Source: an optimization exercise on an open RTL-to-GDS flow (aim: a short achievable clock period and few clock cycles per item). Production flows keep margins and buffers that such runs may drop. RTL that was checked went through simulation tests only; none was proved equivalent to the original.

Setup of run 1:
// cpu_top
module cpu_top
(
    input  logic        clk,
    input  logic        reset,
    input  logic [15:0] mem_rdata,
    output logic [15:0] mem_addr,
    output logic        mem_we,
    output logic [15:0] mem_wdata,
    output logic        halted
);
clock: 8.0 ns
lec_check: 0
cap_margin: 20
core_margin: 2
core_utilization: 40
place_density: 0.7
setup_slack_margin: 5
slew_margin: 20
synth_hierarchical: 1
run.sh (not shown) runs the stock make flow with config.mk's settings and CLKGATE_MAP_FILE= SYNTH_SCRIPT=/design/flow/synth_recipe.tcl, a recipe that flattens the netlist after the stock synthesis.
In run 1 the implementation completed, yet the final layout does not meet the checks, the culprit being capacitance limit, slew limit.
--- input diff run 1..run 2 ---
- CORE_UTILIZATION: 40 -> 45
- PLACE_DENSITY: 0.7 -> unset
- CELL_PAD_IN_SITES_DETAIL_PLACEMENT: unset -> 1
Notes after the runs:
- The flow did not stop early for run 2: all stages ran, and the layout cleared the timing, design-rule and antenna checks.
- Diff run 1 -> run 2 | post-route fraction of the period consumed by the critical path | increase of 0.41 points
- Min number of cells after detailed placement across run 1 and run 2: run 2
- Between run 1 and run 2, met1 wire length is lower for run 1, run 2 comes in above that.
- Compared with run 1, run 2 instantiates a smaller number of cells.
- Measured against each other, run 1 and run 2 differ in hold slack, the higher figure coming from run 2.
- Of run 2 and run 1, it is run 2 that has the higher design area.
- Changes observed in run 2 relative to run 1: fraction of area in multi-input gates now sits at about the same level, share of cell area taken by flip-flops and latches now sits lower.
What run 3 does differently from run 2 at the input level:
- a deleted CELL_PAD_IN_SITES_DETAIL_PLACEMENT that had been 1
- a change of CORE_UTILIZATION from 45 to 55
Findings:
Sort run 3 and run 2 by initial core utilization, ascending, and run 2 comes first.
Changes observed in run 3 relative to run 2: shortest clock period the worst path allows after layout now sits higher; area added between synthesis and finish now sits lower.
Run 3 against run 2: number of cells on the critical path higher; worst hold slack barely changed.
For run 4, these inputs were changed with respect to run 3:
- a change of CORE_UTILIZATION from 55 to 40
## What came out
Against run 3, run 4 reports a sequential share of layout area that is lower.
From run 3 to run 4 the numbers moved as follows: layout overhead on the synthesized area went up; number of antenna violations at the first check in global routing did not really move.
In the reports for run 3 and run 4, the larger final cell count without fillers belongs to run 4.
No run of this note included a check of the RTL's function; only the layout flow was run.


== v22 ==
Another version of the RTL of cpu_top (not shown whole).
Size: ~2600 cells after synthesis, ~550 flip-flops, roughly 52 I/O pins.
clock: 8.0 ns
lec_check: 0
cap_margin: 20
core_margin: 2
core_utilization: 40
setup_slack_margin: 5
slew_margin: 20
### v22 -> v30
- CORE_UTILIZATION: 40 -> 55
- TNS_END_PERCENT: unset -> 20
Every stage of the flow completed for v30, and the final layout passed the timing, design-rule and antenna checks.
[compare] base=v22 new=v30: achievable clock frequency saw an increase, hold slack saw a decrease, non-filler instance count after layout saw a decrease.
Re number of synthesized flops with an enable pin: no difference whatsoever between v30 and v22.
v30 vs v22: final area down in v30
In v30, worst setup slack is higher than in v22.
Re combined global-route utilization of all metal layers: v30 is 9.6 points up on v22.
Count of inserted tapcells (v30 / v22): 0.72
Function was not checked in any run of this note: the RTL went through the layout flow alone.


== rev 12 ==
cpu_top, a different RTL version from the one above (not shown whole).
Size in the first run: roughly 3,600 cells after synthesis, about 670 flip-flops.
clock: 8.0 ns
lec_check: 0
cap_margin: 20
core_margin: 2
core_utilization: 40
setup_slack_margin: 5
slew_margin: 20
synth_hierarchical: 1
Testbench counts of rev 12, summed over its fixed seeds: cycles 28,113, instrs 20,286.
Changes in rev 13 relative to rev 12:
- CORE_UTILIZATION now 60, was 40
- PLACE_DENSITY now 0.75, previously not set
Findings:
Rev 13: flow completed, timing, DRC and antenna clean
Rev 13 -> rev 12: area fraction of clock buffers and clock inverters flat
Changes observed in rev 13 relative to rev 12: clock slew seen by the registers of the worst setup and hold paths barely changed; met3 global-route usage climbed 7.1 points.
Between rev 12 and rev 13, the difference in sequential share of layout area is negligible.
Rev 13 against rev 12: routed wire length moved up, routed length on met2 neither gained nor lost much, count of clock-buffer cells in the layout saw a decrease, cell area flat.
Diff rev 12..rev 13 | number of remaining DRC errors | unchanged


Another version of the RTL of cpu_top (not shown whole).
Size: about 1500 cells after synthesis, roughly 52 I/O pins, roughly 15000 sq um of cells after synthesis.
Settings: LEC_CHECK=0, CAP_MARGIN=20, CORE_MARGIN=2, CORE_UTILIZATION=40, SLEW_MARGIN=20; clock period 8.0 ns.
The baseline finished with timing, DRC and antenna clean.
Change:
- ABC_CLOCK_PERIOD_IN_PS: unset -> 2500
- SETUP_SLACK_MARGIN: unset -> 5
Effect: Final area goes up by about a fifth; global-route usage goes up by 1.0 points; utilization goes up by 6.7 points; die area stays the same; worst hold slack degrades by 0.0043 ns; worst setup slack improves by 1.5 ns; non-clock buffer count goes up by 114; wire length goes up by a little under a tenth.
Function was not checked in any run of this note: the RTL went through the layout flow alone.


The RTL this note starts from:
==> flow/design.v <==
`timescale 1ns/100ps
module cpu_top
(
    input  logic        clk,
    input  logic        reset,
    input  logic [15:0] mem_rdata,
    output logic [15:0] mem_addr,
    output logic        mem_we,
    output logic [15:0] mem_wdata,
    output logic        halted
);
    logic [15:0] regs [8];
    logic        z;
    logic [15:0] ma;
    logic        we;
    logic [15:0] wd;
    logic        ir_v;
    logic [2:0]  ir_rx;
    logic [2:0]  ir_ry;
    logic        c_alu;    
    logic        c_cmp;
    logic        c_mov;
    logic        c_ldi;
    logic        c_jmp;    
    logic        c_ldic;   
    logic [15:0] imm;
    logic [15:0] ir_pc;    
    logic        c_ld;
    logic        c_st;
    logic        f_arith;   
    logic        f_useb;    
    logic        f_invb;    
    logic        f_cin;
    logic        f_not;
    logic        f_and;
    logic        f_or;
    logic        dcyc;
    logic [15:0] ib;        
    logic [15:0] ra;        
    logic        stale;     
    logic        hlt;
    typedef struct packed {
        logic       halt;
        logic [2:0] rx;
        logic [2:0] ry;
        logic       alu, cmp, mov, ldi, jmp, jz, jnz, ld, st;
        logic       arith, useb, invb, cin, fnot, fand, f_or;
    } dec_t;
    function automatic dec_t decode(input logic [15:0] w);
        dec_t d;
        logic [5:0] op;
        op = w[15:10];
        d = '0;
        d.rx   = w[9:7];
        d.ry   = w[6:4];
        d.halt = (op == 6'd0);
        d.alu  = (op == 6'd4) || (op == 6'd5) || (op == 6'd6) ||
                 (op == 6'd7) || (op == 6'd8)  || (op == 6'd9) ||
                 (op == 6'd10) || (op == 6'd12);
        d.cmp  = (op == 6'd16);
        d.mov  = (op == 6'd32);
        d.ldi  = (op == 6'd35);
        d.jmp  = (op == 6'd23);
        d.jz   = (op == 6'd24);
        d.jnz  = (op == 6'd25);
        d.ld   = (op == 6'd33);
        d.st   = (op == 6'd37);
        d.arith = (op == 6'd5) || (op == 6'd6) || (op == 6'd10) ||
                  (op == 6'd12) || (op == 6'd16);
        d.useb  = (op == 6'd10) || (op == 6'd12) || (op == 6'd16);
        d.invb  = (op == 6'd6) || (op == 6'd12) || (op == 6'd16);
        d.cin   = (op == 6'd5) || (op == 6'd12) || (op == 6'd16);
        d.fnot  = (op == 6'd4);
        d.fand  = (op == 6'd7);
        d.f_or  = (op == 6'd8);
        decode = d;
    endfunction
    logic [15:0] a, b, bx, sum, logic_res, alu_res;
    logic        z_arith, z_new;
    assign a  = regs[ir_rx];
    assign b  = regs[ir_ry];
    assign bx = (b & {16{f_useb}}) ^ {16{f_invb}};
    logic [16:0] sum_c;
    assign sum_c = {a, 1'b1} + {bx, f_cin};
    assign sum   = sum_c[16:1];
    always_comb begin
        if (f_not)      logic_res = ~a;
        else if (f_and) logic_res = a & b;
        else if (f_or)  logic_res = a | b;
        else            logic_res = a ^ b;
    end
    assign alu_res = f_arith ? sum : (c_mov ? b : (c_ldic ? imm : logic_res));
    assign z_arith = ((a ^ bx) == {a[14:0] | bx[14:0], f_cin});
    assign z_new   = f_arith ? z_arith : (logic_res == 16'd0);
    localparam int XC_N = 8;
    localparam int XC_B = 3;
    logic [15:0]        xc_d [XC_N];
    logic [15-XC_B:0]   xc_t [XC_N];
    logic [XC_N-1:0]    xc_v;
    logic x1;           
    logic one_cyc;      
    logic load_rd;      
    logic load_ib;      
    logic load;
    dec_t nd;
    dec_t d_rd, d_ib;
    logic [15:0] la;    
    logic [15:0] la1, la2;
    logic        z_next;
    logic        n_jcc, n_cond, n_skip, n_hit, n_fast_j, n_fast_ldi;
    logic [15:0] n_xd;
    logic [XC_B-1:0] n_idx;
    assign x1      = ir_v && !dcyc;
    assign one_cyc = !(c_ldi || c_jmp || c_ld || c_st);
    assign load_rd = !dcyc && (!ir_v || one_cyc);
    assign load_ib = dcyc && !(c_st && stale);
    assign load    = load_rd || load_ib;
    assign d_rd    = decode(mem_rdata);
    assign d_ib    = decode(ib);
    assign nd      = dcyc ? d_ib : d_rd;
    assign la      = dcyc ? ra : ma;
    assign la1     = la + 16'd1;
    assign la2     = la + 16'd2;
    assign z_next  = (x1 && (c_alu || c_cmp)) ? z_new : z;
    assign n_idx   = la[XC_B-1:0];
    assign n_hit   = xc_v[n_idx] && (xc_t[n_idx] == la[15:XC_B]);
    assign n_xd    = xc_d[n_idx];
    assign n_jcc   = nd.jz || nd.jnz;
    assign n_cond  = (nd.jz && z_next) || (nd.jnz && !z_next);
    assign n_skip  = n_jcc && !n_cond;
    assign n_fast_j   = (nd.jmp || n_cond) && n_hit;
    assign n_fast_ldi = nd.ldi && n_hit;
    logic        rf_we;
    logic [15:0] rf_wd;
    assign rf_we = (x1 && (c_alu || c_mov || c_ldi || c_ldic)) || (dcyc && c_ld);
    assign rf_wd = (c_ldi || c_ld) ? mem_rdata : alu_res;
    always_ff @(posedge clk or posedge reset) begin
        if (reset) begin
            for (int i = 0; i < 8; i++) regs[i] <= 16'd0;
        end else if (!hlt && rf_we) begin
            regs[ir_rx] <= rf_wd;
        end
    end
    always_ff @(posedge clk or posedge reset) begin
        if (reset) begin
            z     <= 1'b0;
            ma    <= 16'h0000;
            we    <= 1'b0;
            ir_v  <= 1'b0;
            dcyc  <= 1'b0;
            hlt   <= 1'b0;
            xc_v  <= '0;
        end else if (!hlt) begin
            if (x1 && (c_alu || c_cmp))
                z <= z_new;
            we   <= 1'b0;
            dcyc <= 1'b0;
            if (load) begin
                ir_v <= !nd.halt && !n_skip && !n_fast_j;
                hlt  <= nd.halt;
            end else begin
                ir_v <= 1'b0;
            end
            if (load) begin
                if (n_skip || n_fast_ldi)
                    ma <= la2;
                else if (n_fast_j)
                    ma <= n_xd;
                else
                    ma <= la1;
            end else if (dcyc) begin
                ma <= ra;
            end else if (c_ldi) begin
                ma <= ma + 16'd1;
            end else if (c_jmp) begin
                ma <= mem_rdata;
            end else if (c_ld) begin
                ma   <= b;
                dcyc <= 1'b1;
            end else begin
                ma   <= a;
                we   <= 1'b1;
                dcyc <= 1'b1;
            end
            if (x1 && (c_ldi || c_jmp))
                xc_v[ir_pc[XC_B-1:0]] <= 1'b1;
            if (x1 && c_st)
                xc_v[a[XC_B-1:0] - 1'b1] <= 1'b0;
        end
    end
    always_ff @(posedge clk) begin
        if (load) begin
            ir_rx   <= nd.rx;
            ir_ry   <= nd.ry;
            ir_pc   <= la;
            c_alu   <= nd.alu;
            c_cmp   <= nd.cmp;
            c_mov   <= nd.mov;
            c_ldi   <= nd.ldi && !n_hit;
            c_ldic  <= nd.ldi && n_hit;
            c_jmp   <= nd.jmp || n_jcc;
            c_ld    <= nd.ld;
            c_st    <= nd.st;
            f_arith <= nd.arith;
            f_useb  <= nd.useb;
            f_invb  <= nd.invb;
            f_cin   <= nd.cin;
            f_not   <= nd.fnot;
            f_and   <= nd.fand;
            f_or    <= nd.f_or;
            imm     <= n_xd;
        end
        if (x1 && (c_ld || c_st)) begin
            ib    <= mem_rdata;
            ra    <= ma;
            stale <= (a == ma);
        end
        if (x1 && c_st)
            wd <= b;
        if (!hlt && x1 && (c_ldi || c_jmp)) begin
            xc_d[ir_pc[XC_B-1:0]] <= mem_rdata;
            xc_t[ir_pc[XC_B-1:0]] <= ir_pc[15:XC_B];
        end
    end
    assign mem_addr  = ma;
    assign mem_we    = we;
    assign mem_wdata = wd;
    assign halted    = hlt;
endmodule
Settings: LEC_CHECK=0, CAP_MARGIN=20, CORE_MARGIN=2, CORE_UTILIZATION=40, SETUP_SLACK_MARGIN=5, SLEW_MARGIN=20; clock period 8.0 ns.
The starting point went through all stages and came out clean.
==> next run, changes <==
- ABC_CLOCK_PERIOD_IN_PS: not set -> 2500
What happened:
- The new run finished clean
- area after synthesis is unchanged
- synthesized cell count does not change
- core utilization stays the same
No run of this note included a check of the RTL's function; only the layout flow was run.

-- separate check: timing with driven ports --
The results above use ideal ports. As a check the final layouts listed here were re-extracted and re-timed, cells and wires unchanged. Step 1 assumes that a clkbuf_16 drives the clock port and a buf_2 every other input. Step 2 moves the port delays by t, midway between the first and last clock arrival at a register: inputs arrive t later, outputs are due t later. That takes back most of the time a late clock gives input paths. a / b / c = no drivers / after step 1 / after step 2; a / b = the first two.
| run | t (ns) | setup WS [ns] | clock arrival spread, ns | pins driven straight from the clock port |
|---|---|---|---|---|
| run 1 | 0.782 | 4.718 / 4.647 / 3.865 | 0.043 / 0.043 | 1 |
| run 2 | 0.802 | 4.686 / 4.686 / 3.884 | 0.037 / 0.037 | 1 |
| run 3 | 0.772 | 4.651 / 4.552 / 3.781 | 0.057 / 0.057 | 1 |
| run 4 | 0.780 | 4.836 / 4.685 / 3.905 | 0.041 / 0.041 | 1 |
| v22 | 0.706 | 4.144 / 4.144 / 3.593 | 0.085 / 0.085 | 1 |
| v30 | 0.699 | 4.253 / 4.253 / 3.661 | 0.063 / 0.064 | 1 |
| rev 12 | 0.712 | 4.950 / 4.866 / 4.155 | 0.045 / 0.045 | 1 |
| rev 13 | 0.704 | 4.869 / 4.817 / 4.113 | 0.062 / 0.062 | 1 |
| the first run of note 4 | 0.615 | 2.236 / 2.236 / 2.236 | 0.017 / 0.017 | 1 |
| the second run of note 4 | 0.601 | 3.740 / 3.740 / 3.740 | 0.015 / 0.015 | 1 |
| the first run of note 5 | 0.685 | 3.258 / 3.258 / 3.239 | 0.042 / 0.042 | 1 |
| the second run of note 5 | 0.685 | 3.258 / 3.258 / 3.239 | 0.042 / 0.042 | 1 |
The setup slack of run 4, which loses most, moves by -0.151 ns with the drivers and by -0.931 ns with both steps.
